From an optimization exercise on the open Yosys and OpenROAD flow, aimed at a short achievable clock period and few clock cycles; shortcuts taken in it are not production practice. At most, simulation tests tie the RTL to the original design; equivalence was not proved. No functional check of the RTL was part of runs 1, 2, 4 and 5. No driver is modelled on the clock port, so clocking that relies on it looks cheaper here than on a real chip. Power figures rest on the tool's default switching activity, not on a simulated workload.

### flow/flow/run.sh
#!/bin/bash
# The standard layout, except that after clock tree synthesis the clock port
# drives the tree's first-level buffers directly (see post_cts.tcl), and that
# repair may resize cells across footprints.
set -euo pipefail
cd "$(dirname "$0")/.."
export POST_CTS_TCL="$PWD/flow/post_cts.tcl"
bash standard.sh MATCH_CELL_FOOTPRINT=0 finish > flow_make.log 2>&1
### flow/flow/post_cts.tcl
set block [ord::get_db_block]
set clkNet [$block findNet ACLK]
set rootInst ""
set nIn 0
foreach it [$clkNet getITerms] {
  if {[$it isInputSignal]} { set rootInst [$it getInst]; incr nIn }
}
if {$nIn != 1} {
  puts "post_cts: the clock port feeds $nIn cell pins; tree left as it is"
  return
}
set rootOutNet ""
foreach it [$rootInst getITerms] {
  if {[$it isOutputSignal]} { set rootOutNet [$it getNet] }
}
set loads {}
foreach it [$rootOutNet getITerms] {
  if {[$it isInputSignal]} { lappend loads $it }
}
if {[llength $loads] > 4 || [llength [$rootOutNet getBTerms]] > 0} {
  puts "post_cts: root [$rootInst getName] drives [llength $loads] pins; tree left as it is"
  return
}
puts "post_cts: removing root buffer [$rootInst getName]; the clock port now drives [llength $loads] buffers"
foreach it $loads {
  $it disconnect
  $it connect $clkNet
}
foreach it [$rootInst getITerms] {
  if {[$it getNet] ne "NULL"} { $it disconnect }
}
odb::dbInst_destroy $rootInst
odb::dbNet_destroy $rootOutNet

# Repair timing again for the shorter clock paths, as the cts step does after
# clock tree synthesis, and legalize the placement.
estimate_parasitics -placement
report_clock_skew
repair_timing_helper
detailed_placement
check_placement -verbose
estimate_parasitics -placement
report_clock_skew
report_worst_slack -max
### flow/standard.sh
#!/bin/bash
# synth_recipe.tcl (not shown) runs the flow's synth.tcl, then flattens the netlist and writes it again
# the make line also repeats each setting of config.mk as NAME=value (left out here)
make -C /OpenROAD-flow-scripts/flow DESIGN_CONFIG=/design/flow/config.mk WORK_HOME=/design/flow/orfs CLKGATE_MAP_FILE= SYNTH_SCRIPT=/design/flow/synth_recipe.tcl "${@:-finish}"
### flow/config.mk
export PLATFORM = sky130hd
export DESIGN_NAME = axiToAhbBridge
export DESIGN_NICKNAME = axiToAhbBridge
export VERILOG_FILES = /design/flow/design.v
export SDC_FILE = /design/flow/constraint.sdc
export NUM_CORES = 4
export LEC_CHECK = 0
export ABC_CLOCK_PERIOD_IN_PS = 2000
export CAP_MARGIN = 20
export CORE_MARGIN = 2
export CORE_UTILIZATION = 55
export SETUP_SLACK_MARGIN = 3.3
export SLEW_MARGIN = 20
### flow/constraint.sdc
create_clock -name core_clock -period 5.5 [get_ports {ACLK}]
set_input_delay 1.1000 -clock core_clock [delete_from_list [all_inputs] [get_ports {ACLK}]]
set_output_delay 1.1000 -clock core_clock [all_outputs]
set_load 0.01 [all_outputs]
### flow/design.v
`default_nettype none
package axiAhbPkg;
    localparam int AddrWidth    = 32;
    localparam int DataWidth    = 32;
    localparam int IdWidth      = 4;
    localparam int MaxBeats     = 16;
    localparam int BeatIdxWidth = 4;
    typedef enum logic [1:0]
    {
        OKAY   = 2'd0,
        SLVERR = 2'd2
    } axiResp_e;
    typedef enum logic [1:0]
    {
        IDLE   = 2'd0,
        NONSEQ = 2'd2
    } ahbTrans_e;
    typedef enum logic [2:0]
    {
        BYTE = 3'd0,
        HALF = 3'd1,
        WORD = 3'd2
    } axiSize_e;
    typedef struct packed
    {
        logic [IdWidth-1:0]      id;
        logic [AddrWidth-1:0]    addr;
        logic [BeatIdxWidth-1:0] len;
        axiSize_e                size;
    } burstReq_t;
    typedef struct packed
    {
        logic [DataWidth-1:0] data;
        logic                 err;
    } readBeat_t;
endpackage
`default_nettype wire
`timescale 1ns/1ps
`default_nettype none
import axiAhbPkg::*;
module axiToAhbBridge (
    input  wire                                 ACLK,
    input  wire                                 rst,
    input  wire                                 awValid,
    output logic                                awReady,
    input  wire [axiAhbPkg::IdWidth-1:0]        awId,
    input  wire [axiAhbPkg::AddrWidth-1:0]      awAddr,
    input  wire [axiAhbPkg::BeatIdxWidth-1:0]   awLen,
    input  wire axiAhbPkg::axiSize_e            awSize,
    input  wire                                 wValid,
    output logic                                wReady,
    input  wire [axiAhbPkg::DataWidth-1:0]      wData,
    input  wire                                 wLast,
    output logic                                bValid,
    input  wire                                 bReady,
    output logic [axiAhbPkg::IdWidth-1:0]       bId,
    output axiAhbPkg::axiResp_e                 bResp,
    input  wire                                 arValid,
    output logic                                arReady,
    input  wire [axiAhbPkg::IdWidth-1:0]        arId,
    input  wire [axiAhbPkg::AddrWidth-1:0]      arAddr,
    input  wire [axiAhbPkg::BeatIdxWidth-1:0]   arLen,
    input  wire axiAhbPkg::axiSize_e            arSize,
    output logic                                rValid,
    input  wire                                 rReady,
    output logic [axiAhbPkg::IdWidth-1:0]       rId,
    output logic [axiAhbPkg::DataWidth-1:0]     rData,
    output axiAhbPkg::axiResp_e                 rResp,
    output logic                                rLast,
    output logic [axiAhbPkg::AddrWidth-1:0]     hAddr,
    output logic                                hWrite,
    output logic [2:0]                          hSize,
    output axiAhbPkg::ahbTrans_e                hTrans,
    output logic [axiAhbPkg::DataWidth-1:0]     hWData,
    input  wire [axiAhbPkg::DataWidth-1:0]      hRData,
    input  wire                                 hReady,
    input  wire                                 hResp
);
    logic                 awReadyQ;   
    logic                 awFullQ;    
    logic [IdWidth-1:0]   awIdQ;
    logic [AddrWidth-1:0] awAddrQ;
    logic [3:0]           awLenQ;
    logic [2:0]           awSizeQ;
    logic                 arReadyQ;
    logic                 arFullQ;
    logic [IdWidth-1:0]   arIdQ;
    logic [AddrWidth-1:0] arAddrQ;
    logic [3:0]           arLenQ;
    logic [2:0]           arSizeQ;
    logic [DataWidth-1:0] wBuf [2];
    logic                 wWr;
    logic                 wRd;
    logic                 wEmpty;
    logic                 wReadyQ;    
    logic                 wFullQ;     
    logic                 bAct;
    logic                 hTransQ;
    logic                 hTransO;    
    logic                 hWriteI;
    logic [AddrWidth-1:0] hAddrI;
    logic [2:0]           hSizeI;
    logic                 hWriteO;
    logic [AddrWidth-1:0] hAddrO;
    logic [2:0]           hSizeO;
    logic                 hLastQ;     
    logic [3:0]           curLeft;    
    logic [DataWidth-1:0] wdPend;     
    logic                 dpAct;
    logic                 dpWr;
    logic                 dpLast;
    logic [DataWidth-1:0] hWDataS;    
    logic [DataWidth-1:0] hWDataO;
    logic                 wrBusy;     
    logic [IdWidth-1:0]   wrId;
    logic [IdWidth-1:0]   wrIdO;
    logic                 errAcc;
    logic                 bValidQ;
    logic                 bErrQ;
    logic                 bErrO;
    logic                 rdBusy;     
    logic [IdWidth-1:0]   rdId;
    logic [IdWidth-1:0]   rdIdO;
    logic                 rValidQ;
    logic [DataWidth-1:0] rDataI;
    logic                 rErrI;
    logic                 rLastI;
    logic [DataWidth-1:0] rDataO;
    logic                 rErrO;
    logic                 rLastO;
    logic [DataWidth+1:0] rBuf [4];
    logic [1:0]           rWr;
    logic [1:0]           rRd;
    logic [4:0]           rCnt;       
    assign awReady = awReadyQ;
    assign arReady = arReadyQ;
    assign wReady  = wReadyQ;
    assign hTrans  = hTransO ? NONSEQ : IDLE;
    assign hWrite  = hWriteO;
    assign hAddr   = hAddrO;
    assign hSize   = hSizeO;
    assign hWData  = hWDataO;
    assign bValid  = bValidQ;
    assign bId     = wrIdO;
    assign bResp   = bErrO ? SLVERR : OKAY;
    assign rValid  = rValidQ;
    assign rId     = rdIdO;
    assign rData   = rDataO;
    assign rResp   = rErrO ? SLVERR : OKAY;
    assign rLast   = rLastO;
    logic                 awAvail;
    logic [IdWidth-1:0]   awIdS;
    logic [AddrWidth-1:0] awAddrS;
    logic [3:0]           awLenS;
    logic [2:0]           awSizeS;
    logic                 arAvail;
    logic [IdWidth-1:0]   arIdS;
    logic [AddrWidth-1:0] arAddrS;
    logic [3:0]           arLenS;
    logic [2:0]           arSizeS;
    assign awAvail = awFullQ || awValid;
    assign awIdS   = awFullQ ? awIdQ   : awId;
    assign awAddrS = awFullQ ? awAddrQ : awAddr;
    assign awLenS  = awFullQ ? awLenQ  : awLen;
    assign awSizeS = awFullQ ? awSizeQ : awSize;
    assign arAvail = arFullQ || arValid;
    assign arIdS   = arFullQ ? arIdQ   : arId;
    assign arAddrS = arFullQ ? arAddrQ : arAddr;
    assign arLenS  = arFullQ ? arLenQ  : arLen;
    assign arSizeS = arFullQ ? arSizeQ : arSize;
    logic                 wIn;
    logic                 wAvail;
    logic [DataWidth-1:0] wHead;
    assign wIn    = wValid && !wFullQ;
    assign wAvail = !wEmpty || wIn;
    assign wHead  = wEmpty ? wData : wBuf[wRd];
    logic credOK;
    assign credOK = rCnt[0];
    logic canUpd;
    logic endB;
    logic wrSel;
    logic startWr;
    logic startRd;
    logic pres;
    logic presWr;
    assign canUpd  = !hTransQ || hReady;
    assign endB    = hTransQ && hLastQ;
    assign wrSel   = awAvail && !wrBusy;
    assign startWr = !bAct && wrSel;
    assign startRd = !bAct && !wrSel && arAvail && !rdBusy;
    always_comb
    begin
        if (bAct)
            pres = !endB && (hWriteI ? wAvail : credOK);
        else if (wrSel)
            pres = awAvail && wAvail;
        else
            pres = arAvail && !rdBusy;
    end
    assign presWr = canUpd && pres && (bAct ? hWriteI : wrSel);
    logic popEn;
    assign popEn = bAct ? (canUpd && !endB && hWriteI) : wrSel;
    logic rdDone;
    logic wrDoneBeat;
    assign rdDone     = dpAct && !dpWr && hReady;
    assign wrDoneBeat = dpAct && dpWr && hReady;
    logic rOutFree;
    logic rEmpty;
    logic rPop;
    logic rPush;
    assign rOutFree = !rValidQ || rReady;
    assign rEmpty   = rCnt[0];
    assign rPop     = rOutFree && !rEmpty;
    assign rPush    = rdDone && !(rOutFree && rEmpty);
    logic [11:0] sizeMask;    
    logic [11:0] onesBelow;   
    logic [11:0] carryIn;
    logic [11:0] addrInc;
    always_comb
    begin
        for (int i = 0; i < 12; i++)
        begin
            sizeMask[i]  = (i >= int'(hSizeI));
            onesBelow[i] = hAddrI[i] || !sizeMask[i];
        end
        carryIn[0] = sizeMask[0];
        for (int i = 1; i < 12; i++)
            carryIn[i] = sizeMask[i] && (&(onesBelow | ~((12'd1 << i) - 12'd1)));
        for (int i = 0; i < 12; i++)
            addrInc[i] = carryIn[i] ? !hAddrI[i] : hAddrI[i];
    end
    logic                 selAwQ;
    logic                 selAwIn;
    logic                 selAr;
    logic [AddrWidth-1:0] startAddr;
    logic [2:0]           startSize;
    logic                 advance;
    logic [AddrWidth-1:0] hAddrN;
    logic [2:0]           hSizeN;
    logic                 hWriteN;
    assign selAwQ    = awFullQ && !wrBusy;
    assign selAwIn   = !awFullQ && !wrBusy && awValid;
    assign selAr     = !selAwQ && !selAwIn;
    assign startAddr = ({AddrWidth{selAwQ}} & awAddrQ) | ({AddrWidth{selAwIn}} & awAddr)
                     | ({AddrWidth{selAr}} & arAddrS);
    assign startSize = ({3{selAwQ}} & awSizeQ) | ({3{selAwIn}} & awSize)
                     | ({3{selAr}} & arSizeS);
    assign advance   = hTransQ && hReady;
    assign hAddrN    = bAct ? {hAddrI[31:12], advance ? addrInc : hAddrI[11:0]} : startAddr;
    assign hSizeN    = bAct ? hSizeI : startSize;
    assign hWriteN   = bAct ? hWriteI : wrSel;
    logic [DataWidth+1:0] rNext;
    logic                 rLoadNew;
    assign rNext    = rEmpty ? {hRData, hResp, dpLast} : rBuf[rRd];
    assign rLoadNew = rOutFree && (!rEmpty || rdDone);
    always_ff @(posedge ACLK)
    begin
        if (rst)
        begin
            awReadyQ <= 1'b1;
            arReadyQ <= 1'b1;
            awFullQ  <= 1'b0;
            arFullQ  <= 1'b0;
            wWr      <= 1'b0;
            wRd      <= 1'b0;
            wEmpty   <= 1'b1;
            wReadyQ  <= 1'b1;
            wFullQ   <= 1'b0;
            bAct     <= 1'b0;
            hTransQ  <= 1'b0;
            dpAct    <= 1'b0;
            wrBusy   <= 1'b0;
            bValidQ  <= 1'b0;
            rdBusy   <= 1'b0;
            rValidQ  <= 1'b0;
            rWr      <= 2'd0;
            rRd      <= 2'd0;
            rCnt     <= 5'b00001;
        end
        else
        begin
            awReadyQ <= awFullQ ? startWr : (!awValid || startWr);
            arReadyQ <= arFullQ ? startRd : (!arValid || startRd);
            awFullQ  <= awFullQ ? !startWr : (awValid && !startWr);
            arFullQ  <= arFullQ ? !startRd : (arValid && !startRd);
            if (wIn)
                wWr <= !wWr;
            if (presWr)
                wRd <= !wRd;
            if (wEmpty)
            begin
                wEmpty <= !(wIn && !popEn);
            end
            else if (wFullQ)
            begin
                wFullQ  <= !popEn;
                wReadyQ <= popEn;
            end
            else
            begin
                wEmpty  <= !wIn && popEn;
                wFullQ  <= wIn && !popEn;
                wReadyQ <= !(wIn && !popEn);
            end
            if (canUpd)
            begin
                hTransQ <= pres;
                if (bAct)
                    bAct <= !endB;
                else
                    bAct <= startWr || startRd;
            end
            if (hReady)
                dpAct <= hTransQ;
            if (startWr)
                wrBusy <= 1'b1;
            else if (bValidQ && bReady)
                wrBusy <= 1'b0;
            if (wrDoneBeat && dpLast)
                bValidQ <= 1'b1;
            else if (bReady)
                bValidQ <= 1'b0;
            if (startRd)
                rdBusy <= 1'b1;
            else if (rValidQ && rReady && rLastI)
                rdBusy <= 1'b0;
            if (rOutFree)
                rValidQ <= !rEmpty || rdDone;
            if (rPop)
                rRd <= rRd + 2'd1;
            if (rPush)
                rWr <= rWr + 2'd1;
            if (rdDone && !rOutFree)
                rCnt <= {rCnt[3:0], 1'b0};
            else if (!rEmpty && rOutFree && !rdDone)
                rCnt <= {1'b0, rCnt[4:1]};
        end
    end
    always_ff @(posedge ACLK)
    begin
        if (!awFullQ)
        begin
            awIdQ   <= awId;
            awAddrQ <= awAddr;
            awLenQ  <= awLen;
            awSizeQ <= awSize;
        end
        if (!arFullQ)
        begin
            arIdQ   <= arId;
            arAddrQ <= arAddr;
            arLenQ  <= arLen;
            arSizeQ <= arSize;
        end
        if (wIn)
            wBuf[wWr] <= wData;
        if (canUpd)
        begin
            wdPend <= wHead;
            if (bAct)
            begin
                if (hTransQ)
                begin
                    hAddrI[11:0] <= addrInc;
                    curLeft      <= curLeft - 4'd1;
                    hLastQ       <= (curLeft == 4'd1);
                end
            end
            else if (wrSel)
            begin
                hAddrI  <= startAddr;
                curLeft <= awLenS;
                hLastQ  <= (awLenS == 4'd0);
            end
            else
            begin
                hAddrI  <= startAddr;
                curLeft <= arLenS;
                hLastQ  <= (arLenS == 4'd0);
            end
        end
        if (canUpd && !bAct)
        begin
            hWriteI <= wrSel;
            hSizeI  <= startSize;
        end
        if (!wrBusy)
            wrId <= awIdS;
        if (!rdBusy)
            rdId <= arIdS;
        if (hReady)
        begin
            dpWr    <= hWriteI;
            dpLast  <= hLastQ;
        end
        if (startWr)
            errAcc <= 1'b0;
        else if (wrDoneBeat)
            errAcc <= errAcc || hResp;
        if (wrDoneBeat && dpLast && !bValidQ)
            bErrQ <= errAcc || hResp;
        bErrO <= (wrDoneBeat && dpLast) ? (errAcc || hResp) : bErrQ;
        wrIdO <= startWr ? awIdS : wrId;
        rdIdO <= startRd ? arIdS : rdId;
        hTransO <= canUpd ? (pres && !rst) : hTransQ;
        rBuf[rWr] <= {hRData, hResp, dpLast};
        if (rLoadNew)
            {rDataI, rErrI, rLastI} <= rNext;
        if (hReady && hTransQ && hWriteI)
            hWDataS <= wdPend;
        hAddrO  <= hAddrN;
        hSizeO  <= hSizeN;
        hWriteO <= hWriteN;
        hWDataO <= hReady ? wdPend : hWDataS;
        {rDataO, rErrO, rLastO} <= rOutFree ? rNext : {rDataI, rErrI, rLastI};
    end
endmodule
`default_nettype wire
==> results of run 1 <==
-- layout by cell type (no fill, tap or decap), types with 10 or more instances in the layout --
cell type          n
nor2_2            31
mux2_2           109
xnor2_1           14
a22oi_1           50
a21oi_1           38
edfxtp_1         385
a221oi_1          10
xor2_1            12
buf_2             23
clkbuf_16         59
buf_12            10
nand2_1          122
dlymetal6s2s_1    42
clkbuf_2          44
mux2_4            19
o21ai_0           65
clkdlybuf4s50_1  153
dfxtp_1          162
mux2i_1           43
inv_1             21
clkbuf_8          14
buf_4             35
clkbuf_1          20
dfxtp_2           25
mux4_2            33
nor2_1           106
-- where the power goes --
group	total, mW	internal [mW]	leakage (nW)	switching, mW
registers	5.57	5.25	5.31	0.316
logic	1.65	0.790	4.12	0.860
clock network	3.64	2.11	0.886	1.53
-- worst min-delay path, cell delays in order (launching register included) --
cell,delay [ps]
edfxtp_1,310
nand2_1,50
nand2_1,40
-- metrics by stage --
step	instance area, µm²	power (mW)	util
6_report	27000	10.9	0.696
5_1_grt	27000	11.3	0.696
3_5_place_dp	24800	7.29	0.640
3_3_place_gp	24800	7.24	0.640
2_1_floorplan	21800	6.50	-
-- sequential cells by signal, indices dropped and copies added (netlist names), 4 cells and up, named ones only --
register  count
rdId          4
wrIdO         4
hWDataO      32
rBuf        136
hAddrO       32
awIdQ         4
rDataO       32
rdIdO         4
rCnt          5
wdPend       32
arLenQ        4
arAddrQ      32
arIdQ         4
hWDataS      32
hAddrI       32
wrId          4
awAddrQ      32
wBuf         64
curLeft       4
rDataI       32
awLenQ        4
-- cell families (layout without fill, tap and decap cells) --
group / Yosys count / count (layout) / synth area share
flip-flops: 577 / 577 / 0.709
AND/OR/NAND/NOR: 313 / 317 / 0.0644
AO/OA/AOI/OAI: 205 / 205 / 0.0599
multiplexers: 205 / 205 / 0.125
buffers and inverters: 114 / 454 / 0.0262
XOR/XNOR: 26 / 26 / 0.0105
adder cells (fa/ha/maj): 8 / 8 / 0.00461
other: 1 / 4 / 0.000173
-- area by class of cell --
class / count / area (µm²)
sequential: 577 / 15500
clock buffer: 91 / 1690
antenna: 1 / 2.50
clock inverter: 15 / 108
timing repair buffer: 322 / 3070
timing repair inverter: 2 / 15.0
multi-input combinational: 764 / 5950
inverter: 24 / 101
tap: 518 / 648
fill: 2758 / 11800
-- routing by layer --
layer  wire length, µm  vias up
met2             23500      346
met1             20300     6286
met5                13        -
met4              1040        2
met3              2840       69
li1                  -     5956
-- worst paths after layout --
kind	cells after the start	end	slack [ps]
hold / removal	2	hAddrO[15]	430
hold reg to reg	2	hAddrO[15]	430
setup / recovery	4	hAddrI[5]	3290
setup reg to reg	6	hAddrI[5]	3380
==> results.json, run 1 <==
{
  "rr_startpoint": "awFullQ",
  "timing.critical_path.slowest_cell_delay_ps": 500,
  "finalSetupViolations": 0,
  "clk_latency_ps": 420,
  "io_pins": 280,
  "tritoncts": "yes",
  "hold_start": "hAddrI[15]",
  "synthDominantCellAreaShare": 0.532,
  "holdWs_ps": 431,
  "rsz0062_at_grt": "yes",
  "tns_ps": 0,
  "synth_area_leaders": "edfxtp_1, dfxtp_1, mux2_2",
  "drv_cap": 0,
  "skew_ps": 26.5,
  "synth-edff-count": 385,
  "crit_type": "in2reg",
  "die_h_um": 203,
  "postSynthCellCount": 1449,
  "syn_avg_cell_area_um2": 15.0,
  "clkSinkCount": 577,
  "outcome": "timing/DRC/antenna clean",
  "yosysMostFrequentCell": "edfxtp_1",
  "setup_ws_ps": 3290,
  "clk_pin_slew_worst_paths_ps": 60,
  "fin_nets": 1915,
  "yosysTopAreaCell": "edfxtp_1",
  "num_rows": 72,
  "layout-drive-gt1-share": 0.265,
  "routed-via-count": 12700,
  "gp_congestion": 0.801,
  "synth-async-reset-ratio": 0,
  "drc_errors": 0,
  "period_share": 0.402,
  "maxSlewViolCount": 0,
  "required_ps": 5640,
  "grtUsageTotal": 0.231,
  "dp_worst_setup_slack_ps": 2090,
  "finalHoldViolations": 0,
  "crit_path_end_kind": "register",
  "place_inst": 2169,
  "totalWireLength_mm": 47.7,
  "crit_fanout": 2,
  "ys_seq_area_frac": 0.709,
  "ys_types": 59,
  "synth-seq-cells": 577,
  "start_util": 0.559,
  "synth_flop_cell": "edfxtp_1",
  "area_delta_synth_final_pct": 24.5,
  "die_area_um2": 41100,
  "instances_no_fill": 2314,
  "vdd_drop_max_mv": 0.274,
  "antenna_found_initial": 2,
  "wire_per_inst_um": 20.6,
  "p_leak_nw": 10.3,
  "gr-max-usage-layer": "met2",
  "critical_path.startpoint_type": "input pin",
  "use_met3": 0.0507,
  "worst-path-buf-inv": 1,
  "use_met1": 0.308,
  "grt_pass1_wl_mm": 73.1,
  "yosysWarningCount": 1,
  "cp_cell_sequence": "clkdlybuf4s50_1 > mux2_2 > a221oi_1 > a21oi_1",
  "antenna_left": 0,
  "overflow": 0,
  "timing.fmax_mhz": 452,
  "use_met2": 0.387,
  "worst_slew_pin_slew_ps": 1090,
  "p_per_area_nw_per_um2": 402,
  "crit_arrival_ps": 2350,
  "crit_family": "compound AO/OA/AOI/OAI gates",
  "core-area_um2": 38800,
  "grt_pass1_vias": 12800,
  "grt_start_max_net_pins": 70,
  "drtIter0Drc": 727,
  "dpl.hpwl_mm": 27.4,
  "synthTopCellsByCount": "edfxtp_1, dfxtp_1, nand2_1, mux2_2, nor2_1",
  "synth.cell_area_um2": 21700,
  "min_period_ps": 2210,
  "cp_slowest_cell": "a221oi_1",
  "die_w_um": 203,
  "portBuffers": 275,
  "min_path_type": "reg2reg",
  "first_pass_iters": 5,
  "slew_headroom": 0.271,
  "via_per_inst": 5.47,
  "worstSetupStartpoint": "arAddr[5]"
}
==> run 2, diff against run 1 <==
==> flow/run.sh (new file) <==
#!/bin/bash
# synth_recipe.tcl (not shown) runs the flow's synth.tcl, then flattens the netlist and writes it again
# the make line also repeats each setting of config.mk as NAME=value (left out here)
make -C /OpenROAD-flow-scripts/flow DESIGN_CONFIG=/design/flow/config.mk WORK_HOME=/design/flow/orfs CLKGATE_MAP_FILE= SYNTH_SCRIPT=/design/flow/synth_recipe.tcl finish
removed: flow/flow/run.sh
removed: flow/flow/post_cts.tcl
removed: flow/standard.sh
==> results.json, run 2 <==
{
  "clkSinkCount": 577,
  "h-tree-depth": 2,
  "required_ps": 4400,
  "die_area_um2": 41100,
  "critical_path.startpoint_type": "register",
  "yosysTopAreaCell": "edfxtp_1",
  "via_per_inst": 5.43,
  "num_rows": 72,
  "r2r_cells": 4,
  "postSynthCellCount": 1449,
  "reg.largest.list": "rBuf: 136 flops, wBuf: 64 flops",
  "gp_congestion": 0.810,
  "first_pass_iters": 5,
  "die_h_um": 203,
  "worst_slew_pin_slew_ps": 1100,
  "design_power_total_mw": 10.9,
  "crit_arrival_ps": 1070,
  "ctsLongestPathBuffers": 3,
  "syn_avg_cell_area_um2": 15.0,
  "largest_reg_flops": 136,
  "overflow": 0,
  "final_common_cell": "edfxtp_1",
  "grt_pass1_vias": 12600,
  "die_w_um": 203,
  "worst-path-stages": 1,
  "placed_cell_area_um2": 24800,
  "core-area_um2": 38800,
  "crit_type": "reg2out",
  "cts-root-buf": "clkbuf_16",
  "synth-seq-cells": 577,
  "skew_ps": 15.1,
  "portBuffers": 275,
  "final_cell_mix": "edfxtp_1, dfxtp_1, clkdlybuf4s50_1, nand2_1",
  "layout-drive-gt1-share": 0.281,
  "min_path_cells": 2,
  "outcome": "timing/DRC/antenna clean",
  "area_delta_synth_final_pct": 22.4,
  "cp_slowest_cell": "dfxtp_1",
  "holdWs_ps": 429,
  "crit_path_end_kind": "primary output",
  "tritoncts": "yes",
  "rsz0062_at_grt": "yes",
  "clk_latency_ps": 590,
  "ctsHoldBuffers": 0,
  "synth_area_leaders": "edfxtp_1, dfxtp_1, mux2_2",
  "period_share": 0.394,
  "finalSetupViolations": 0,
  "synth_flop_cell": "edfxtp_1",
  "p_per_area_nw_per_um2": 410,
  "largest-register": "rBuf",
  "clk_pin_slew_worst_paths_ps": 70,
  "routed-via-count": 12500,
  "totalWireLength_mm": 46.2,
  "start_util": 0.559,
  "min_period_ps": 2170,
  "drtIter0Drc": 826,
  "drv_cap": 0,
  "worst-path-buf-inv": 1,
  "finalHoldViolations": 0,
  "maxSlewViolCount": 0,
  "final_area_um2": 26600,
  "crit_fanout": 1,
  "ys_seq_area_frac": 0.709,
  "yosysWarningCount": 1,
  "min_path_type": "reg2reg",
  "fin_nets": 1909,
  "synth.cell_area_um2": 21700,
  "grt_pass1_wl_mm": 70.8,
  "grt_start_max_net_pins": 70,
  "vdd_drop_max_mv": 0.379,
  "fin_util": 0.685,
  "timing.fmax_mhz": 461,
  "ys_types": 59,
  "tns_ps": 0,
  "cts_buffers": 55,
  "slew_headroom": 0.266,
  "yosysMostFrequentCell": "edfxtp_1",
  "antenna_found_initial": 3,
  "io_pins": 280,
  "p_leak_nw": 9.86,
  "antenna_left": 0,
  "timing.critical_path.slowest_cell_delay_ps": 340,
  "crit_family": "flip-flops",
  "drc_errors": 0,
  "synthDominantCellAreaShare": 0.532,
  "synthTopCellsByCount": "edfxtp_1, dfxtp_1, nand2_1, mux2_2, nor2_1",
  "synth-async-reset-ratio": 0,
  "cp_cell_sequence": "buf_2",
  "grtUsageTotal": 0.224,
  "wire_per_inst_um": 20.0,
  "dpl.hpwl_mm": 26.9,
  "synth-edff-count": 385
}
-- run 2: cell counts after synthesis --
No cell type changed its count.
-- run 2: kinds of logic (layout without fill, tap and decap cells) --
kind of cell	after synthesis	in the layout	share of synthesized area
buf+inv	114	447	0.0262
fa+ha+maj	8	8	0.00461
xor+xnor	26	26	0.0105
other cells	1	6	0.000173
flops	577	577	0.709
compound gates	205	205	0.0599
mux	205	205	0.125
simple gates	313	315	0.0644
-- run 2: worst reg2reg max path, stage by stage, from the launching register on --
cell and delay (ps):
dfxtp_4 560, buf_4 320, mux2_2 390, a221oi_1 500
a21oi_1 70
-- run 2: area by class of cell --
class,instances,area (µm²)
Tap cell,518,648
Inverter,24,97.6
Sequential cell,577,15400
Fill cell,2771,12200
Timing Repair Buffer,319,2660
Clock buffer,83,1620
Multi-Input combinational cell,762,5880
Antenna cell,3,7.51
Clock inverter,19,196
Timing Repair inverter,2,15.0
-- run 2: path summary, 6_finish.rpt --
path,from,end,slack [ps]
setup / recovery,rDataO[8],rData[8],3330
hold / removal,hAddrI[28],hAddrO[28],430
setup reg to reg,arFullQ,hAddrI[3],3400
hold reg to reg,hAddrI[28],hAddrO[28],430
-- run 2: stage by stage --
step | worst slack [ps] | instances
2_1_floorplan | 3090 | 1451
3_3_place_gp | 1880 | 2171
3_5_place_dp | 1840 | 2171
4_1_cts | 3300 | 2298
5_1_grt | 3240 | 2305
6_report | 3330 | 2307
-- run 2: report_power, final --
part           internal, mW  switching, mW  total [mW]
combinational         0.726          0.840        1.57
sequential             5.25          0.305        5.56
clock                  2.22           1.56        3.77
total                  8.20           2.70        10.9
-- run 2: metal layers --
layer	wire (µm)	part of all wire	vias to the layer above	track usage
li1	-	-	5938	-
met1	19600	0.42	6188	0.295
met2	22700	0.49	341	0.371
met3	2820	0.061	61	0.0453
met4	1100	0.024	0	0.0774
met5	0	0	-	0
-- run 2: repair_timing --
| action | 4_1_cts | 5_1_grt |
|---|---|---|
| setup endpoints to repair | 364 | 79 |
| cloned | 4 | 1 |
| setup buffers | 21 | 5 |
| gates resized for setup | 516 | 19 |
| pin swaps | 8 | 0 |
==> run 3, diff against run 2 <==
--- a/flow/design.v
+++ b/flow/design.v
@@ -402,4 +402,4 @@
         bErrO <= (wrDoneBeat && dpLast) ? (errAcc || hResp) : bErrQ;
-        wrIdO <= startWr ? awIdS : wrId;
-        rdIdO <= startRd ? arIdS : rdId;
+        wrIdO <= (!wrBusy && !bAct) ? awIdS : wrId;
+        rdIdO <= (!rdBusy && !bAct) ? arIdS : rdId;
         hTransO <= canUpd ? (pres && !rst) : hTransQ;
==> results.json, run 3 <==
{
  "outcome": "timing/DRC/antenna clean",
  "grt_pass1_wl_mm": 73.4,
  "finalHoldViolations": 0,
  "area_delta_synth_final_pct": 22.1,
  "synth_area_leaders": "edfxtp_1, dfxtp_1, mux2_2",
  "p_sw_mw": 2.70,
  "ys_seq_area_frac": 0.716,
  "final_area_um2": 26300,
  "rr_startpoint": "awFullQ",
  "clkSinkCount": 577,
  "required_ps": 4400,
  "num_rows": 72,
  "via_per_inst": 5.42,
  "yosysWarningCount": 1,
  "min_path_cells": 2,
  "min_path_type": "reg2reg",
  "layout-drive-gt1-share": 0.259,
  "finalSetupViolations": 0,
  "routed-via-count": 12600,
  "final_cell_mix": "edfxtp_1, dfxtp_1, clkdlybuf4s50_1, nor2_1, nand2_1",
  "drv_cap": 0,
  "overflow": 0,
  "ctsHoldBuffers": 0,
  "placed_cell_area_um2": 24700,
  "synth_top_family_by_area": "multiplexers",
  "p_leak_nw": 9.65,
  "synth-seq-cells": 577,
  "skew_ps": 30.2,
  "synth-edff-count": 385,
  "dpl.hpwl_mm": 28.2,
  "antenna_found_initial": 10,
  "fin_nets": 1915,
  "die_w_um": 202,
  "largest-register": "rBuf",
  "period_share": 0.394,
  "synth-compound-area-share": 0.0651,
  "first_pass_iters": 7,
  "totalWireLength_mm": 47.2,
  "die_area_um2": 40700,
  "ctsLongestPathBuffers": 3,
  "crit_family": "flip-flops",
  "die_h_um": 202,
  "postSynthCellCount": 1459,
  "cts-root-buf": "clkbuf_16",
  "hold_start": "hAddrI[13]",
  "min_period_ps": 2170,
  "r2r_setup_slack_ps": 3450,
  "worst_slew_pin_slew_ps": 1020,
  "crit_type": "reg2out",
  "synthDominantCellAreaShare": 0.537,
  "tns_ps": 0,
  "p_comb_frac": 0.147,
  "cp_cell_sequence": "buf_2",
  "drc_errors": 0,
  "grtUsageTotal": 0.234,
  "final_common_cell": "edfxtp_1",
  "ys_types": 62,
  "r2r_cells": 7,
  "gp_congestion": 0.774,
  "slew_headroom": 0.319,
  "crit_path_end_kind": "primary output",
  "drtIter0Drc": 810,
  "yosysTopAreaCell": "edfxtp_1",
  "syn_avg_cell_area_um2": 14.7,
  "portBuffers": 275,
  "synthAdderAreaFrac": 0.00465,
  "gr-max-usage-layer": "met2",
  "h-tree-depth": 2,
  "io_pins": 280,
  "synth-simple-area-share": 0.0625,
  "vdd_drop_max_mv": 0.278,
  "worst-path-buf-inv": 1,
  "synth_flop_cell": "edfxtp_1",
  "tritoncts": "yes",
  "synth-async-reset-ratio": 0,
  "grt_pass1_vias": 13000,
  "fin_util": 0.680,
  "synth-xor-area-share": 0.0106,
  "timing.critical_path.slowest_cell_delay_ps": 340,
  "nFillCells": 2857,
  "synthTopCellsByCount": "edfxtp_1, dfxtp_1, nor2_1, nand2_1, mux2_2",
  "maxSlewViolCount": 0,
  "start_util": 0.557,
  "antenna_left": 0,
  "p_sw_frac": 0.252,
  "p_seq_frac": 0.517,
  "clk_latency_ps": 600,
  "use_met3": 0.0647,
  "synth.cell_area_um2": 21500,
  "critical_path.startpoint_type": "register",
  "cp_slowest_cell": "dfxtp_2",
  "largest_reg_flops": 136,
  "use_met1": 0.313,
  "use_met2": 0.375,
  "clk_pin_slew_worst_paths_ps": 60,
  "timing.fmax_mhz": 462,
  "reg.largest.list": "rBuf: 136 flops, wBuf: 64 flops",
  "clkPwrFrac": 0.335,
  "rsz0062_at_grt": "yes",
  "cts_buffers": 55,
  "grt_start_max_net_pins": 50,
  "crit_arrival_ps": 1070,
  "rr_endpoint": "hAddrO[18]",
  "core-area_um2": 38600,
  "internal-power_mw": 7.99,
  "crit_fanout": 1,
  "wire_per_inst_um": 20.4,
  "synth.area.mux_share": 0.117,
  "yosysMostFrequentCell": "edfxtp_1",
  "hold_end": "hAddrO[13]",
  "p_per_area_nw_per_um2": 407
}
==> run 3: repair_timing <==
| action | in CTS | in global routing |
|---|---|---|
| pin swaps | 4 | 2 |
| gates cloned | 4 | 1 |
| setup endpoints to repair | 458 | 48 |
| endpoints found under the hold margin | 0 | 0 |
| resized for setup | 523 | 19 |
| setup buffers | 19 | 2 |
==> run 3: layer usage <==
metal	share of wire	vias up
li1	-	5956
met1	0.42	6183
met2	0.48	359
met3	0.078	57
met4	0.016	6
met5	0.00093	-
==> run 3: worst register-to-register path: stages (launching register included) <==
cell and delay (ps):
dfxtp_2 310, buf_4 480, nor2b_4 480, buf_4 310, a22oi_1 90, o21ai_0 130
nand2_1 90, nand2_1 90
==> run 3: kinds of logic after synthesis <==
logic type | Yosys count
AO/OA/AOI/OAI | 212
buffers and inverters | 116
adder cells (fa/ha/maj) | 8
multiplexers | 193
other | 1
XOR/XNOR | 26
flip-flops | 577
AND/OR/NAND/NOR | 326
==> run 3: per-stage QoR <==
stage	setup WS [ps]	hold slack, ps	total power, mW	instances
after detailed placement	1810	427	7.27	2182
after floorplan	3080	412	6.48	1461
after global placement	1840	423	7.23	2182
after global routing	3230	442	11.2	2314
after CTS	3300	435	10.8	2306
final	3330	439	10.7	2316
==> run 3: worst max path at each step <==
| stage | cells after the start | slack [ps] | endpoint | start |
|---|---|---|---|---|
| global route | 6 | 3230 | hAddrI[11] | awValid |
| CTS | 1 | 3300 | hAddr[18] | hAddrO[18] |
| finish | 1 | 3330 | hAddr[13] | hAddrO[13] |
| floorplan | 4 | 3080 | rDataI[0] | rReady |
| global placement | 4 | 1840 | rDataI[27] | hReady |
| detailed placement | 4 | 1810 | rDataI[29] | hReady |
==> run 3: power by group through the flow <==
| stage | clock network, mW | registers, mW | logic [mW] |
|---|---|---|---|
| 5_1_grt | 3.83 | 5.59 | 1.74 |
| 3_5_place_dp | 0 | 5.63 | 1.64 |
| 4_1_cts | 3.67 | 5.53 | 1.57 |
| 6_report | 3.58 | 5.53 | 1.57 |
| 2_1_floorplan | 0 | 5.56 | 0.915 |
| 3_3_place_gp | 0 | 5.61 | 1.61 |
==> run 3: layout make-up <==
| class | count | area, µm² | area share |
|---|---|---|---|
| well taps | 518 | 648 | 0.0247 |
| repair inverters | 2 | 15.0 | 0.000572 |
| flip-flops and latches | 577 | 15500 | 0.588 |
| multi-input cells | 771 | 5760 | 0.219 |
| repair buffers | 313 | 2550 | 0.0969 |
| clock buffers | 88 | 1650 | 0.0629 |
| inverters | 27 | 113 | 0.00429 |
| clock inverters | 13 | 60.1 | 0.00229 |
| diodes | 7 | 17.5 | 0.000667 |
Testbench counts of run 3, summed over its fixed seeds: cycles 21,232.
==> run 4, diff against run 3 <==
--- a/flow/design.v
+++ b/flow/design.v
@@ -100,4 +100,2 @@
     logic                 hWriteI;
-    logic [AddrWidth-1:0] hAddrI;
-    logic [2:0]           hSizeI;
     logic                 hWriteO;
@@ -222,4 +220,4 @@
         begin
-            sizeMask[i]  = (i >= int'(hSizeI));
-            onesBelow[i] = hAddrI[i] || !sizeMask[i];
+            sizeMask[i]  = (i >= int'(hSizeO));
+            onesBelow[i] = hAddrO[i] || !sizeMask[i];
         end
@@ -229,3 +227,3 @@
         for (int i = 0; i < 12; i++)
-            addrInc[i] = carryIn[i] ? !hAddrI[i] : hAddrI[i];
+            addrInc[i] = carryIn[i] ? !hAddrO[i] : hAddrO[i];
     end
@@ -248,4 +246,4 @@
     assign advance   = hTransQ && hReady;
-    assign hAddrN    = bAct ? {hAddrI[31:12], advance ? addrInc : hAddrI[11:0]} : startAddr;
-    assign hSizeN    = bAct ? hSizeI : startSize;
+    assign hAddrN    = bAct ? {hAddrO[31:12], advance ? addrInc : hAddrO[11:0]} : startAddr;
+    assign hSizeN    = bAct ? hSizeO : startSize;
     assign hWriteN   = bAct ? hWriteI : wrSel;
@@ -363,3 +361,2 @@
                 begin
-                    hAddrI[11:0] <= addrInc;
                     curLeft      <= curLeft - 4'd1;
@@ -370,3 +367,2 @@
             begin
-                hAddrI  <= startAddr;
                 curLeft <= awLenS;
@@ -376,3 +372,2 @@
             begin
-                hAddrI  <= startAddr;
                 curLeft <= arLenS;
@@ -384,3 +379,2 @@
             hWriteI <= wrSel;
-            hSizeI  <= startSize;
         end
==> flow/flow/run.sh (new file) <==
#!/bin/bash
# The standard layout, except that
#  - the port buffers are buf_4 cells (buffer_ports' default here is a delay
#    buffer, clkdlybuf4s50_1), and
#  - after clock tree synthesis the clock port drives the tree's first-level
#    buffers directly and timing is repaired again (see post_cts.tcl).
set -euo pipefail
cd "$(dirname "$0")/.."
export POST_CTS_TCL="$PWD/flow/post_cts.tcl"
export BUFFER_PORTS_ARGS="-buffer_cell sky130_fd_sc_hd__buf_4"
bash standard.sh finish > flow_make.log 2>&1
==> flow/flow/post_cts.tcl (new file) <==
set block [ord::get_db_block]
set clkNet [$block findNet ACLK]
set rootInst ""
set nIn 0
foreach it [$clkNet getITerms] {
  if {[$it isInputSignal]} { set rootInst [$it getInst]; incr nIn }
}
if {$nIn != 1} {
  puts "post_cts: the clock port feeds $nIn cell pins; tree left as it is"
  return
}
set rootOutNet ""
foreach it [$rootInst getITerms] {
  if {[$it isOutputSignal]} { set rootOutNet [$it getNet] }
}
set loads {}
foreach it [$rootOutNet getITerms] {
  if {[$it isInputSignal]} { lappend loads $it }
}
if {[llength $loads] > 4 || [llength [$rootOutNet getBTerms]] > 0} {
  puts "post_cts: root [$rootInst getName] drives [llength $loads] pins; tree left as it is"
  return
}
puts "post_cts: removing root buffer [$rootInst getName]; the clock port now drives [llength $loads] buffers"
foreach it $loads {
  $it disconnect
  $it connect $clkNet
}
foreach it [$rootInst getITerms] {
  if {[$it getNet] ne "NULL"} { $it disconnect }
}
odb::dbInst_destroy $rootInst
odb::dbNet_destroy $rootOutNet

# Repair timing again for the shorter clock paths, as the cts step does after
# clock tree synthesis, and legalize the placement.
estimate_parasitics -placement
report_clock_skew
repair_timing_helper
detailed_placement
check_placement -verbose
estimate_parasitics -placement
report_clock_skew
report_worst_slack -max
==> flow/standard.sh (new file) <==
#!/bin/bash
# synth_recipe.tcl (not shown) runs the flow's synth.tcl, then flattens the netlist and writes it again
# the make line also repeats each setting of config.mk as NAME=value (left out here)
make -C /OpenROAD-flow-scripts/flow DESIGN_CONFIG=/design/flow/config.mk WORK_HOME=/design/flow/orfs CLKGATE_MAP_FILE= SYNTH_SCRIPT=/design/flow/synth_recipe.tcl "${@:-finish}"
removed: flow/run.sh
==> results.json, run 4 <==
{
  "reg.largest.list": "rBuf: 136 flops, wBuf: 64 flops",
  "start_util": 0.560,
  "grt_pass1_vias": 11700,
  "tns_ps": 0,
  "antenna_found_initial": 2,
  "outcome": "timing/DRC/antenna clean",
  "holdWs_ps": 444,
  "totalWireLength_mm": 41.5,
  "synthDominantCellAreaShare": 0.577,
  "num_rows": 69,
  "largest-register": "rBuf",
  "die_w_um": 195,
  "drv_cap": 0,
  "grtUsageTotal": 0.217,
  "rr_startpoint": "rCnt[0]",
  "core-area_um2": 35700,
  "worst_slew_pin_slew_ps": 1050,
  "dpl.hpwl_mm": 24.7,
  "die_area_um2": 38000,
  "final_cell_mix": "edfxtp_1, buf_4, dfxtp_1, mux2_2, nor2_1",
  "synth-async-reset-ratio": 0,
  "rsz0062_at_grt": "yes",
  "wire_per_inst_um": 20.3,
  "gp_congestion": 0.768,
  "p_sw_frac": 0.228,
  "period_share": 0.386,
  "clk_pin_slew_worst_paths_ps": 60,
  "io_pins": 280,
  "worstSetupStartpoint": "hReady",
  "finalSetupViolations": 0,
  "maxSlewViolCount": 0,
  "synth_area_leaders": "edfxtp_1, dfxtp_1, mux2_2",
  "slew_headroom": 0.299,
  "p_seq_frac": 0.516,
  "area_delta_synth_final_pct": 22.7,
  "r2r_cells": 5,
  "crit_arrival_ps": 2210,
  "final_common_cell": "edfxtp_1",
  "layout-drive-gt1-share": 0.367,
  "synthTopCellsByCount": "edfxtp_1, dfxtp_1, mux2_2, nor2_1, nand2_1",
  "postSynthCellCount": 1246,
  "crit_fanout": 44,
  "vdd_drop_max_mv": 0.292,
  "skew_ps": 13.7,
  "drc_errors": 0,
  "overflow": 0,
  "fin_nets": 1701,
  "die_h_um": 195,
  "yosysTopAreaCell": "edfxtp_1",
  "synth.cell_area_um2": 20000,
  "r2r_setup_slack_ps": 3460,
  "portBuffers": 275,
  "syn_avg_cell_area_um2": 16.1,
  "clk_latency_ps": 400,
  "grt_pass1_wl_mm": 63.7,
  "p_per_area_nw_per_um2": 397,
  "critical_path.startpoint_type": "input pin",
  "internal-power_mw": 7.53,
  "tritoncts": "yes",
  "antenna_left": 0,
  "synth-edff-count": 385,
  "timing.fmax_mhz": 471,
  "clkSinkCount": 542,
  "ys_seq_area_frac": 0.734,
  "min_period_ps": 2120,
  "dp_worst_setup_slack_ps": 2040,
  "largest_reg_flops": 136,
  "routed-via-count": 11300,
  "via_per_inst": 5.52,
  "first_pass_iters": 5,
  "yosysWarningCount": 1,
  "yosysMostFrequentCell": "edfxtp_1",
  "clkPwrFrac": 0.359,
  "drtIter0Drc": 667,
  "synth-seq-cells": 542,
  "ys_types": 55,
  "p_comb_frac": 0.125,
  "setup_ws_ps": 3380,
  "p_sw_mw": 2.22,
  "synth_flop_cell": "edfxtp_1",
  "finalHoldViolations": 0,
  "rr_endpoint": "wRd",
  "grt_start_max_net_pins": 47,
  "crit_path_end_kind": "register",
  "p_leak_nw": 9.23,
  "required_ps": 5590,
  "endpoint": "hAddrO[8]",
  "min_path_type": "reg2reg",
  "crit_type": "in2reg",
  "min_path_cells": 0
}
run 4: power groups by stage:
stage	logic, mW	registers (mW)	clock network, mW
after detailed placement	1.12	5.13	0
after global placement	1.08	5.12	0
after floorplan	0.610	5.09	0
after global routing	1.33	5.08	3.72
final	1.22	5.03	3.50
run 4: worst min path at each step:
stage / start / slack [ps] / endpoint
final: wdPend[17] / 440 / hWDataS[17]
after global routing: wdPend[24] / 460 / hWDataS[24]
after detailed placement: wdPend[24] / 430 / hWDataS[24]
after global placement: wdPend[17] / 420 / hWDataS[17]
after floorplan: wdPend[0] / 420 / hWDataS[0]
run 4: cell type report:
| type | count | area [µm²] |
|---|---|---|
| Sequential cell | 542 | 14700 |
| Fill cell | 2501 | 11200 |
| Multi-Input combinational cell | 616 | 4990 |
| Timing Repair Buffer | 306 | 2500 |
| Clock buffer | 79 | 1550 |
| Tap cell | 461 | 577 |
| Clock inverter | 20 | 166 |
| Inverter | 16 | 75.1 |
| Antenna cell | 1 | 2.50 |
run 4: critical path: stages:
cell and delay [ps]:
buf_16 220, nand3_1 110, o31a_1 350, buf_4 180
o21ai_0 220
run 4: metal layers:
metal / GRT usage / share of wire / vias up
met5: 0 / 0.00031 / -
met3: 0.0659 / 0.068 / 59
met4: 0.0548 / 0.021 / 2
li1: - / - / 5289
met1: 0.266 / 0.41 / 5644
met2: 0.376 / 0.50 / 269
run 4: logic make-up (layout without fill, tap and decap cells):
family                   after synthesis  count (layout)  share of synthesized area
buffers and inverters                 91             421                     0.0228
XOR/XNOR                               6               6                    0.00262
AND/OR/NAND/NOR                      224             225                     0.0472
other                                  1               4                   0.000187
flip-flops                           542             542                      0.734
adder cells (fa/ha/maj)                6               6                    0.00375
multiplexers                         206             206                      0.133
AO/OA/AOI/OAI                        170             170                     0.0565
run 4: through the flow:
step	instances	power, mW	area [µm²]	utilization
2_1_floorplan	1248	5.70	20100	-
3_3_place_gp	1919	6.20	22500	0.628
3_5_place_dp	1920	6.25	22500	0.629
5_1_grt	2041	10.1	24600	0.688
6_report	2041	9.75	24600	0.688
==> run 5, diff against run 4 <==
--- a/flow/design.v
+++ b/flow/design.v
@@ -100,2 +100,4 @@
     logic                 hWriteI;
+    logic [11:0]          hAddrI;     
+    logic [2:0]           hSizeI;
     logic                 hWriteO;
@@ -109,3 +111,2 @@
     logic                 dpLast;
-    logic [DataWidth-1:0] hWDataS;    
     logic [DataWidth-1:0] hWDataO;
@@ -122,5 +123,2 @@
     logic                 rValidQ;
-    logic [DataWidth-1:0] rDataI;
-    logic                 rErrI;
-    logic                 rLastI;
     logic [DataWidth-1:0] rDataO;
@@ -220,4 +218,4 @@
         begin
-            sizeMask[i]  = (i >= int'(hSizeO));
-            onesBelow[i] = hAddrO[i] || !sizeMask[i];
+            sizeMask[i]  = (i >= int'(hSizeI));
+            onesBelow[i] = hAddrI[i] || !sizeMask[i];
         end
@@ -227,3 +225,3 @@
         for (int i = 0; i < 12; i++)
-            addrInc[i] = carryIn[i] ? !hAddrO[i] : hAddrO[i];
+            addrInc[i] = carryIn[i] ? !hAddrI[i] : hAddrI[i];
     end
@@ -246,9 +244,7 @@
     assign advance   = hTransQ && hReady;
-    assign hAddrN    = bAct ? {hAddrO[31:12], advance ? addrInc : hAddrO[11:0]} : startAddr;
-    assign hSizeN    = bAct ? hSizeO : startSize;
+    assign hAddrN    = {startAddr[31:12], bAct ? (advance ? addrInc : hAddrI) : startAddr[11:0]};
+    assign hSizeN    = bAct ? hSizeI : startSize;
     assign hWriteN   = bAct ? hWriteI : wrSel;
     logic [DataWidth+1:0] rNext;
-    logic                 rLoadNew;
     assign rNext    = rEmpty ? {hRData, hResp, dpLast} : rBuf[rRd];
-    assign rLoadNew = rOutFree && (!rEmpty || rdDone);
     always_ff @(posedge ACLK)
@@ -322,3 +318,3 @@
                 rdBusy <= 1'b1;
-            else if (rValidQ && rReady && rLastI)
+            else if (rValidQ && rReady && rLastO)
                 rdBusy <= 1'b0;
@@ -352,3 +348,3 @@
         end
-        if (wIn)
+        if (!wFullQ)
             wBuf[wWr] <= wData;
@@ -361,2 +357,3 @@
                 begin
+                    hAddrI[11:0] <= addrInc;
                     curLeft      <= curLeft - 4'd1;
@@ -367,2 +364,3 @@
             begin
+                hAddrI  <= startAddr[11:0];
                 curLeft <= awLenS;
@@ -372,2 +370,3 @@
             begin
+                hAddrI  <= startAddr[11:0];
                 curLeft <= arLenS;
@@ -379,2 +378,3 @@
             hWriteI <= wrSel;
+            hSizeI  <= startSize;
         end
@@ -400,11 +400,11 @@
         rBuf[rWr] <= {hRData, hResp, dpLast};
-        if (rLoadNew)
-            {rDataI, rErrI, rLastI} <= rNext;
-        if (hReady && hTransQ && hWriteI)
-            hWDataS <= wdPend;
-        hAddrO  <= hAddrN;
+        if (rOutFree)
+            {rDataO, rErrO, rLastO} <= rNext;
+        if (hReady)
+            hWDataO <= wdPend;
+        hAddrO[11:0] <= hAddrN[11:0];
+        if (!bAct)
+            hAddrO[31:12] <= hAddrN[31:12];
         hSizeO  <= hSizeN;
         hWriteO <= hWriteN;
-        hWDataO <= hReady ? wdPend : hWDataS;
-        {rDataO, rErrO, rLastO} <= rOutFree ? rNext : {rDataI, rErrI, rLastI};
     end
==> results.json, run 5 <==
{
  "outcome": "timing/DRC/antenna clean",
  "die_area_um2": 35500,
  "p_comb_frac": 0.136,
  "core-area_um2": 33500,
  "min_period_ps": 2160,
  "final_cell_mix": "edfxtp_1, buf_4, dfxtp_1, mux2_2, o21ai_0",
  "antenna_found_initial": 1,
  "p_seq_frac": 0.511,
  "routed-via-count": 10700,
  "synth_flop_cell": "edfxtp_1",
  "postSynthCellCount": 1146,
  "ys_seq_area_frac": 0.732,
  "crit_type": "in2reg",
  "p_sw_frac": 0.237,
  "synthDominantCellAreaShare": 0.618,
  "io_pins": 280,
  "crit_path_end_kind": "register",
  "portBuffers": 275,
  "synthTopCellsByCount": "edfxtp_1, dfxtp_1, mux2_2, o21ai_0, nand2_1",
  "wire_per_inst_um": 20.4,
  "synth.cell_area_um2": 18700,
  "instances_no_fill": 1912,
  "largest-register": "rBuf",
  "drv_cap": 0,
  "overflow": 0,
  "worst_slew_pin_slew_ps": 1080,
  "finalSetupViolations": 0,
  "vdd_drop_max_mv": 0.311,
  "p_leak_nw": 8.56,
  "rr_endpoint": "hAddrI[9]",
  "synth-async-reset-ratio": 0,
  "die_h_um": 188,
  "maxSlewViolCount": 0,
  "finalHoldViolations": 0,
  "skew_ps": 17.8,
  "crit_fanout": 8,
  "clk_pin_slew_worst_paths_ps": 60,
  "drc_errors": 0,
  "gp_congestion": 0.763,
  "die_w_um": 188,
  "rsz0062_at_grt": "yes",
  "p_sw_mw": 2.17,
  "crit_arrival_ps": 2430,
  "timing.fmax_mhz": 462,
  "min_path_type": "reg2reg",
  "slew_headroom": 0.278,
  "p_per_area_nw_per_um2": 395,
  "syn_avg_cell_area_um2": 16.3,
  "area_delta_synth_final_pct": 24.0,
  "place_inst": 1807,
  "antenna_left": 0,
  "yosysTopAreaCell": "edfxtp_1",
  "yosysWarningCount": 1,
  "num_rows": 67,
  "clkSinkCount": 491,
  "hold_end": "hWDataO[19]",
  "synth-seq-cells": 491,
  "yosysMostFrequentCell": "edfxtp_1",
  "r2r_setup_slack_ps": 3410,
  "ys_types": 56,
  "grt_pass1_wl_mm": 59.8,
  "period_share": 0.393,
  "critical_path.startpoint_type": "input pin",
  "final_common_cell": "edfxtp_1",
  "first_pass_iters": 5,
  "via_per_inst": 5.58,
  "clkPwrFrac": 0.354,
  "totalWireLength_mm": 39.0,
  "synth_area_leaders": "edfxtp_1, dfxtp_1, mux2_2",
  "hold_start": "wdPend[19]",
  "grt_pass1_vias": 10800,
  "fin_nets": 1591,
  "dpl.hpwl_mm": 22.9,
  "layout-drive-gt1-share": 0.377,
  "nFillCells": 2349,
  "internal-power_mw": 6.99,
  "clk_latency_ps": 390,
  "largest_reg_flops": 136,
  "design_power_total_mw": 9.15,
  "required_ps": 5770,
  "grtUsageTotal": 0.216,
  "holdWs_ps": 418,
  "start_util": 0.558,
  "min_path_cells": 0,
  "drtIter0Drc": 598,
  "r2r_cells": 7,
  "grt_start_max_net_pins": 69,
  "tritoncts": "yes",
  "reg.largest.list": "rBuf: 136 flops, wBuf: 64 flops",
  "rr_startpoint": "hSizeI[0]",
  "synth-edff-count": 385,
  "tns_ps": 0
}
-- run 5: cell types whose count changed after synthesis, moves of 18 or more --
| cell | before | now |
|---|---|---|
| nor2_1 | 124 | 28 |
| dfxtp_1 | 157 | 106 |
| a22oi_1 | 9 | 47 |
| mux2_2 | 128 | 98 |
| o21ai_0 | 48 | 76 |
| o22ai_1 | 29 | 1 |
| a2bb2oi_1 | 24 | 1 |
| clkbuf_1 | 32 | 50 |
-- run 5: metal layers --
metal	track usage	vias to the layer above	routed length, µm
met4	0.0544	0	753
met5	0	-	0
li1	-	5018	-
met1	0.294	5273	16800
met3	0.0583	57	3130
met2	0.350	327	18300
-- run 5: cell type report --
| type | instances | area [µm²] | share of cell area |
|---|---|---|---|
| Clock inverter | 31 | 253 | 0.0109 |
| Multi-Input combinational cell | 564 | 4810 | 0.208 |
| Tap cell | 448 | 561 | 0.0242 |
| Timing Repair Buffer | 293 | 2410 | 0.104 |
| Sequential cell | 491 | 13700 | 0.591 |
| Inverter | 24 | 115 | 0.00496 |
| Timing Repair inverter | 1 | 5.00 | 0.000216 |
| Clock buffer | 59 | 1340 | 0.0577 |
| Antenna cell | 1 | 2.50 | 0.000108 |
-- run 5: logic make-up after synthesis --
family,after synthesis,share of synthesized area
other cells,1,0.000201
simple gates,148,0.0391
fa+ha+maj,8,0.00535
buf+inv,97,0.0219
mux,170,0.120
compound gates,217,0.0747
flops,491,0.732
xor+xnor,14,0.00656
-- run 5: power by group through the flow --
stage | clock (mW) | combinational, mW | sequential (mW)
2_1_floorplan | 0 | 0.653 | 4.74
3_3_place_gp | 0 | 1.14 | 4.73
3_5_place_dp | 0 | 1.16 | 4.75
5_1_grt | 3.44 | 1.36 | 4.71
6_report | 3.24 | 1.24 | 4.67
-- run 5: metrics by stage --
step | cell area, µm² | setup slack, ps | utilization
floorplan | 18800 | 3080 | -
global placement | 21200 | 2250 | 0.633
detailed placement | 21200 | 2210 | 0.633
global route | 23200 | 3250 | 0.692
finish | 23200 | 3340 | 0.692
-- run 5: worst max-delay path by stage --
stage / slack (ps) / end / startpoint / cells past startpoint
2_1_floorplan: 3080 / register / hReady / 5
6_report: 3340 / wRd / awValid / 7
3_3_place_gp: 2250 / register / hReady / 5
3_5_place_dp: 2210 / register / hReady / 5
5_1_grt: 3250 / hAddrI[9] / hSizeI[0] / 7
-- run 5: worst max-delay path, cell delays in order --
cell	delay (ps)
buf_4	170
o21bai_4	90
inv_2	120
a21boi_0	170
nor4b_2	290
buf_4	160
mux2_2	330

-- port drivers added, routing unchanged --
The flow's constraints put no driver on any port. The routed layouts listed below were extracted and timed again, unchanged, in two steps. Step 1: set_driving_cell puts a clkbuf_16 on ACLK and a buf_2 on each other input, an assumption about the parent block. Step 2 times the ports against the registers' clock, not the clock port: input delays grow and output delays shrink by t, the midpoint of the rising clock arrivals with the driver on. Slacks: ideal ports / drivers / drivers and shift; pairs: ideal ports / drivers.
run | shift t [ns] | setup slack, ns | clock arrival spread, ns | worst slew at a driven data input, ns
run 1 | 0.524 | 3.290 / 3.371 / 2.852 | 0.030 / 0.029 | 0.08
run 2 | 0.643 | 3.333 / 3.276 / 2.717 | 0.018 / 0.017 | 0.10
run 3 | 0.644 | 3.334 / 3.278 / 2.667 | 0.032 / 0.032 | 0.09
run 4 | 0.504 | 3.378 / 3.283 / 2.893 | 0.015 / 0.015 | 0.09
run 5 | 0.479 | 3.338 / 3.329 / 2.927 | 0.020 / 0.020 | 0.09
After both steps setup and hold are still met in every run listed. For run 3, which loses most, drivers alone change the setup slack by -0.056 ns; drivers and shift together by -0.667 ns.
